This is an optimization exercise on Yosys and OpenROAD, whose aim is small area, not a production implementation. In this exercise RTL edits were held to simulation tests only and were not proved equivalent to the original. Power figures rest on the tool's default switching activity, not on a simulated workload.

File: design/flow/design.v
module irr_ao22 (
    input  logic a1, a2, b1, b2,
    output logic y
);
    assign y = (a1 & a2) | (b1 & b2);
endmodule
module irr_aoi222 (
    input  logic a1, a2, b1, b2, c1, c2,
    output logic y
);
    assign y = !((a1 & a2) | (b1 & b2) | (c1 & c2));
endmodule
module irr_nand2 (
    input  logic a, b,
    output logic y
);
    assign y = !(a & b);
endmodule
module irr_or_n23 (
    input  logic [22:0] n,
    output logic        y
);
    assign y = !(&n);
endmodule
module irr_rd_bit (
    input  logic [63:0] s,
    input  logic [63:0] d,
    input  logic        hs,
    input  logic        h,
    output logic        y
);
    logic [22:0] n;
    for (genvar g = 0; g < 21; g++) begin : g_l1
        irr_aoi222 u (.a1(s[3*g]), .a2(d[3*g]), .b1(s[3*g+1]), .b2(d[3*g+1]),
                      .c1(s[3*g+2]), .c2(d[3*g+2]), .y(n[g]));
    end
    irr_nand2 u_l1_last (.a(s[63]), .b(d[63]), .y(n[21]));
    irr_nand2 u_l1_hold (.a(hs), .b(h), .y(n[22]));
    irr_or_n23 u_or (.n(n), .y(y));
endmodule
module inst_rom_responder #(
    parameter int unsigned DEPTH_LOG2  = 6,
    parameter int unsigned WAIT_CYCLES = 2
) (
    input  logic                  CLK,
    input  logic                  RST,
    input  logic                  REQ,
    input  logic [31:0]           ADDR,
    output logic                  ACK,
    output logic [31:0]           INST,
    output logic                  ERR,
    input  logic                  LD_EN,
    input  logic [31:0]           LD_ADDR,
    input  logic [31:0]           LD_DATA
);
    localparam int unsigned DEPTH = 1 << DEPTH_LOG2;
    localparam int unsigned IDX_W = DEPTH_LOG2;
    logic [1:0]         st_q, st_d;
    logic               idle_c, resp_c, wait_c;
    logic [IDX_W-1:0]   idx_q;       
    logic               bad_q;       
    logic               pf_valid_q;
    logic [IDX_W-1:0]   pf_tag_q;
    logic [31:0]        inst_q, inst_d;
    logic               err_q;
    logic [32*DEPTH-1:0] mem_q, mem_d;
    assign idle_c = (st_q == 2'b00);
    assign resp_c = (st_q == 2'b01);
    assign wait_c = st_q[1];
    logic [IDX_W-1:0]   ld_idx_c;
    logic               ld_bad_c;
    logic               ld_we_c;
    logic [DEPTH-1:0]   we_c, nwe_c;
    assign ld_idx_c = LD_ADDR[DEPTH_LOG2+1:2];
    assign ld_bad_c = (LD_ADDR[1:0] != 2'b00) || (LD_ADDR[31:DEPTH_LOG2+2] != '0);
    assign ld_we_c  = LD_EN && !RST && !ld_bad_c;
    for (genvar i = 0; i < DEPTH; i++) begin : g_word
        assign we_c[i]  = ld_we_c && (ld_idx_c == IDX_W'(i));
        assign nwe_c[i] = !we_c[i];
        for (genvar b = 0; b < 32; b++) begin : g_bit
            irr_ao22 u_hold (.a1(we_c[i]), .a2(LD_DATA[b]), .b1(nwe_c[i]), .b2(mem_q[32*i+b]),
                             .y(mem_d[32*i+b]));
        end
    end
    always_ff @(posedge CLK) begin
        mem_q <= mem_d;
    end
    logic               bus_bad_c;
    logic               pf_hit_c;
    logic               load_rsp_c;
    assign bus_bad_c  = (ADDR[1:0] != 2'b00) || (ADDR[31:DEPTH_LOG2+2] != '0);
    assign pf_hit_c   = pf_valid_q && !bus_bad_c && (ADDR[DEPTH_LOG2+1:2] == pf_tag_q);
    assign load_rsp_c = REQ && ((idle_c && pf_hit_c) || (st_q == 2'b11));
    always_comb begin
        st_d = 2'b00;
        if (!RST && REQ) begin
            case (st_q)
                2'b00:   st_d = pf_hit_c ? 2'b01 : 2'b10;
                2'b10:   st_d = 2'b11;
                2'b11:   st_d = 2'b01;
                default: st_d = 2'b00;
            endcase
        end
    end
    logic [IDX_W-1:0]   sel_c;
    logic               rd_bad_c;
    logic [IDX_W:0]     nxt_c;
    logic [DEPTH-1:0]   rd_oh_c;
    logic               hold_c;
    assign sel_c    = wait_c ? idx_q : pf_tag_q;
    assign rd_bad_c = wait_c && bad_q;
    assign nxt_c    = {1'b0, sel_c} + (IDX_W+1)'(1);
    assign hold_c   = !RST && !load_rsp_c;
    for (genvar i = 0; i < DEPTH; i++) begin : g_rsel
        assign rd_oh_c[i] = !RST && load_rsp_c && !rd_bad_c && (sel_c == IDX_W'(i));
    end
    for (genvar b = 0; b < 32; b++) begin : g_rd
        logic [DEPTH-1:0] col;
        for (genvar i = 0; i < DEPTH; i++) begin : g_col
            assign col[i] = mem_q[32*i+b];
        end
        irr_rd_bit u_rd (.s(rd_oh_c), .d(col), .hs(hold_c), .h(inst_q[b]), .y(inst_d[b]));
    end
    always_ff @(posedge CLK) begin
        st_q   <= st_d;
        inst_q <= inst_d;
        if (!wait_c) begin
            idx_q <= ADDR[DEPTH_LOG2+1:2];
            bad_q <= bus_bad_c;
        end
        if (RST || load_rsp_c) begin
            err_q <= !RST && rd_bad_c;
        end
    end
    always_ff @(posedge CLK) begin
        if (RST) begin
            pf_valid_q <= 1'b0;
        end else if (load_rsp_c && !rd_bad_c && !nxt_c[IDX_W]) begin
            pf_valid_q <= 1'b1;
        end else if (ld_we_c && (ld_idx_c == pf_tag_q)) begin
            pf_valid_q <= 1'b0;
        end
        if (load_rsp_c && !rd_bad_c && !nxt_c[IDX_W]) begin
            pf_tag_q <= nxt_c[IDX_W-1:0];
        end
    end
    assign ACK  = resp_c;
    assign INST = inst_q;
    assign ERR  = err_q;
endmodule
File: design/flow/run.sh
#!/bin/bash
# synth_recipe.tcl (not shown) runs the flow's synth.tcl, then flattens the netlist and writes it again
# the make line also repeats each setting of config.mk as NAME=value (left out here)
make -C /OpenROAD-flow-scripts/flow DESIGN_CONFIG=/design/flow/config.mk WORK_HOME=/design/flow/orfs CLKGATE_MAP_FILE= SYNTH_SCRIPT=/design/flow/synth_recipe.tcl finish
File: design/flow/config.mk
export PLATFORM = sky130hd
export DESIGN_NAME = inst_rom_responder
export DESIGN_NICKNAME = inst_rom_responder
export VERILOG_FILES = /design/flow/design.v
export SDC_FILE = /design/flow/constraint.sdc
export NUM_CORES = 4
export LEC_CHECK = 0
export CAP_MARGIN = 20
export CORE_MARGIN = 2
export CORE_UTILIZATION = 40
export SLEW_MARGIN = 20
export SYNTH_HIERARCHICAL = 1
export SYNTH_MINIMUM_KEEP_SIZE = 0
File: design/flow/constraint.sdc
create_clock -name core_clock -period 5.0 [get_ports {CLK}]
set_input_delay 1.0000 -clock core_clock [delete_from_list [all_inputs] [get_ports {CLK}]]
set_output_delay 1.0000 -clock core_clock [all_outputs]
set_load 0.01 [all_outputs]
==> impl_metrics.py <==
metrics = {
    "timing": {
        "hold_viol": 0,
        "period_needed_ps": 4730,
        "fmax_mhz": 211,
        "finClkSkew_ps": 54.4,
        "rsz0062_at_grt": "false",
        "setup_violations": 0,
        "tightest_slew_ps": 1160,
        "period_share_pct": 94.6,
        "max_slew_margin_pct": 22.3,
        "finalMaxSlewViolations": 0,
        "holdWs_ps": 468,
        "fin_ws_ps": 269,
    },
    "synthesis": {
        "synth_cell_types": 46,
        "yosysSeqAreaShare_pct": 59.4,
        "syn_area_per_cell_um2": 12.7,
        "synth-seq-cells": 2097,
        "syn_area_um2": 70900,
        "syn-num-nets": 5676,
        "yosysWarnings": 7,
        "synthCells": 5572,
    },
    "route": {
        "drc": 0,
        "ant_nets": 0,
        "wirelength_mm": 293,
        "drt-vias-per-instance": 7.01,
        "vias": 61900,
        "wire_per_inst_um": 33.2,
        "first_pass_iters": 10,
        "drtIter0Drc": 10900,
    },
    "floorplanning": {
        "ioPinCount": 134,
        "die-area_um2": 181000,
        "fp.dieW_um": 425,
        "initial_utilization_pct": 40.2,
        "die_y_um": 425,
        "core_area_um2": 176000,
        "rows": 154,
    },
    "worst_setup_path": {
        "cp-end-kind": "flip-flop",
        "r2r_setup_slack_ps": 270,
        "critPathMaxFanout": 23,
        "critical_path_class": "reg2reg",
        "startpoint_type": "flip-flop",
        "worstPathRequired_ps": 5740,
        "arrival_ps": 5480,
    },
    "finish": {
        "area_growth_pct": 23.0,
        "post-route-util_pct": 49.5,
        "finalNonFillerCells": 8829,
        "nets": 6404,
        "final_cell_mix": "dfxtp_1 (2083), a22o_1 (2048), a222oi_1 (672)",
        "drive_gt1_share_pct": 14.5,
        "layout_commonest_cell": "dfxtp_1",
    },
    "clock_tree": {
        "cts_tree": "built",
        "cts_buffer_depth": 3,
        "clock_latency_ps": 880,
        "ctsResizeCount": 0,
        "hold_buffers": 0,
        "clk_pin_slew_ps": 60,
        "numCtsBuffers": 210,
        "post-cts-setup-buffers": 0,
        "root_buffer": "clkbuf_16",
        "cts_htree_levels": 4,
        "cts.sinks": 2097,
    },
    "global_route": {
        "grt_antenna_before_repair": 14,
        "grt_pass1_vias": 59000,
        "grt_max_degree": 65,
        "grtUsageTotal_pct": 31.1,
        "grt_pass1_wl_mm": 423,
        "grt-ovfl-total": 0,
    },
    "placed_design": {
        "dp_cells": 8428,
        "place.gp.congestion": 0.922,
        "dp_slack_ps": -143,
        "portBuffers": 133,
        "dp_hpwl_mm": 172,
    },
    "min_path": {
        "hp-class": "reg2reg",
    },
    "power_and_ir_drop": {
        "p_leak_nw": 32.7,
        "max-vdd-ir-drop_mv": 0.327,
        "power_mw": 33.8,
        "power.density_nw_per_um2": 387,
    },
    "outcome": {
        "status": "complete, no violations",
    },
    "run": {
        "drv_cap": 0,
    },
}
[registers in the layout (all words and copies together) (netlist names)]
register and cells:
bad_q 1, err_q 1, idx_q 6, inst_q 32
mem_q 2048, pf_tag_q 6, pf_valid_q 1, st_q 2
[synthesized netlist by cell type, drive strengths merged]
cell    count  area (um^2)
dfxtp    2083        41700
a22o     2048        17900
a222oi    672         6730
nand4     173         1080
nand2     159          597
nor4       92          647
nor2       86          323
nand3      43          215
nor3       41          205
clkbuf     29          109
inv        23         86.3
buf        15         91.3
edfxtp     14          420
nand2b     13         81.3
xnor2      12          105
nor2b       9         56.3
and3        7         43.8
or2         6         40.0
o21ai       5         25.0
ha          4         50.1
mux2i       4         40.0
xor2        4         35.0
a21oi       3         15.0
and4        3         26.3
nor3b       3         22.5
or4         3         33.8
a21boi      2         15.0
and2        2         12.5
nand4b      2         17.5
nor4b       2         30.0
o32ai       2         17.5
a31oi       1         6.26
and4b       1         10.0
clkinv      1         3.75
o21a        1         7.51
o31ai       1         7.51
o32a        1         10.0
or3         1         6.26
or4b        1         13.8
[stage by stage]
stage          setup TNS [ps]  area [um^2]
4_1_cts                     0        87200
3_3_place_gp             -507        79900
3_5_place_dp             -697        79900
2_1_floorplan          -99800        71000
5_1_grt                     0        87200
6_report                    0        87200
[kinds of logic (layout without fill, tap and decap cells)]
logic type               count (synthesis)  count (layout)  synth area share [%]
multiplexers                             4               4                0.0565
AO/OA/AOI/OAI                         2736            2736                  34.9
flip-flops                            2097            2097                  59.4
XOR/XNOR                                16              16                 0.198
buffers and inverters                   68             978                 0.410
other                                    0               7                     0
AND/OR/NAND/NOR                        647             647                  4.89
adder cells (fa/ha/maj)                  4               4                0.0706
[power by group]
part	leakage (nW)	total, mW	switching, mW	internal (mW)
Sequential	16.9	16.7	0.00796	16.7
Combinational	12.3	0.637	0.513	0.124
Clock	3.58	16.4	6.91	9.49
Total	32.7	33.8	7.43	26.3
[worst paths after layout]
| check | startpoint | endpoint | depth (start not counted) |
|---|---|---|---|
| worst max-delay path | st_q[1]$_SDFF_PN0_ | inst_q[28]$_DFF_P_ | 11 |
| worst min-delay path | mem_q[1394]$_DFF_P_ | mem_q[1394]$_DFF_P_ | 1 |
| worst max register to register | st_q[1]$_SDFF_PN0_ | inst_q[28]$_DFF_P_ | 11 |
| worst min register to register | mem_q[1394]$_DFF_P_ | mem_q[1394]$_DFF_P_ | 1 |
[modules after synthesis (local to each module, per instance), a selection]
module / cells inside / cell area [um^2] / flip-flops and latches / times used
inst_rom_responder: 2500 / 44400 / 2097 / 1
irr_ao22: 1 / 8.76 / 0 / 2048
irr_aoi222: 1 / 10.0 / 0 / 672
irr_nand2: 1 / 3.75 / 0 / 64
irr_or_n23: 9 / 50.0 / 0 / 32
[worst max-delay path, cell delays in order (launching register included)]
cell and delay, ps:
dfxtp_1 860, mux2i_1 550, inv_1 130, ha_1 290
nand2b_1 580, buf_4 270, nor4_4 100, buf_4 330
a222oi_1 440, nand4_1 440, nor4_1 530, nand2_1 80
[final cells by class]
type,count,area [um^2]
Timing Repair Buffer,560,5500
Tap cell,2340,2930
Antenna cell,7,17.5
Sequential cell,2097,42100
Multi-Input combinational cell,3407,29300
Fill cell,15300,88900
Clock inverter,69,893
Inverter,24,90.1
Clock buffer,325,6360
[routing by layer]
layer,vias up,global-route usage [%],share of wire [%]
li1,25900,-,-
met1,31000,42.6,40
met2,4235,45.3,43
met3,694,7.27,12
met4,10,16.3,5.6
met5,-,0,0.026

## separate check: timing with driven ports
The flow's constraints put no driver on any port. The routed layout listed below was extracted and timed again, unchanged, in two steps.
Step 1 sets driving cells, clkbuf_16 on the clock port and buf_2 on the other inputs (assumed; they add their load-dependent delay and slew).
Step 2 moves the port delays by t, midway between the first and last clock arrival at a register: inputs arrive t later, outputs are due t later. That takes back most of the time a late clock gives input paths.
Slacks: ideal / step 1 / step 2; pairs: ideal / step 1.
shift t [ns]: 0.941
setup slack, ns: 0.269 / 0.269 / -0.251
worst data-port slew with drivers (ns): 0.16
Met with ideal ports but missed after step 2: setup timing in this run. For this run, drivers alone change the setup slack by 0.000 ns; drivers and shift together by -0.520 ns.
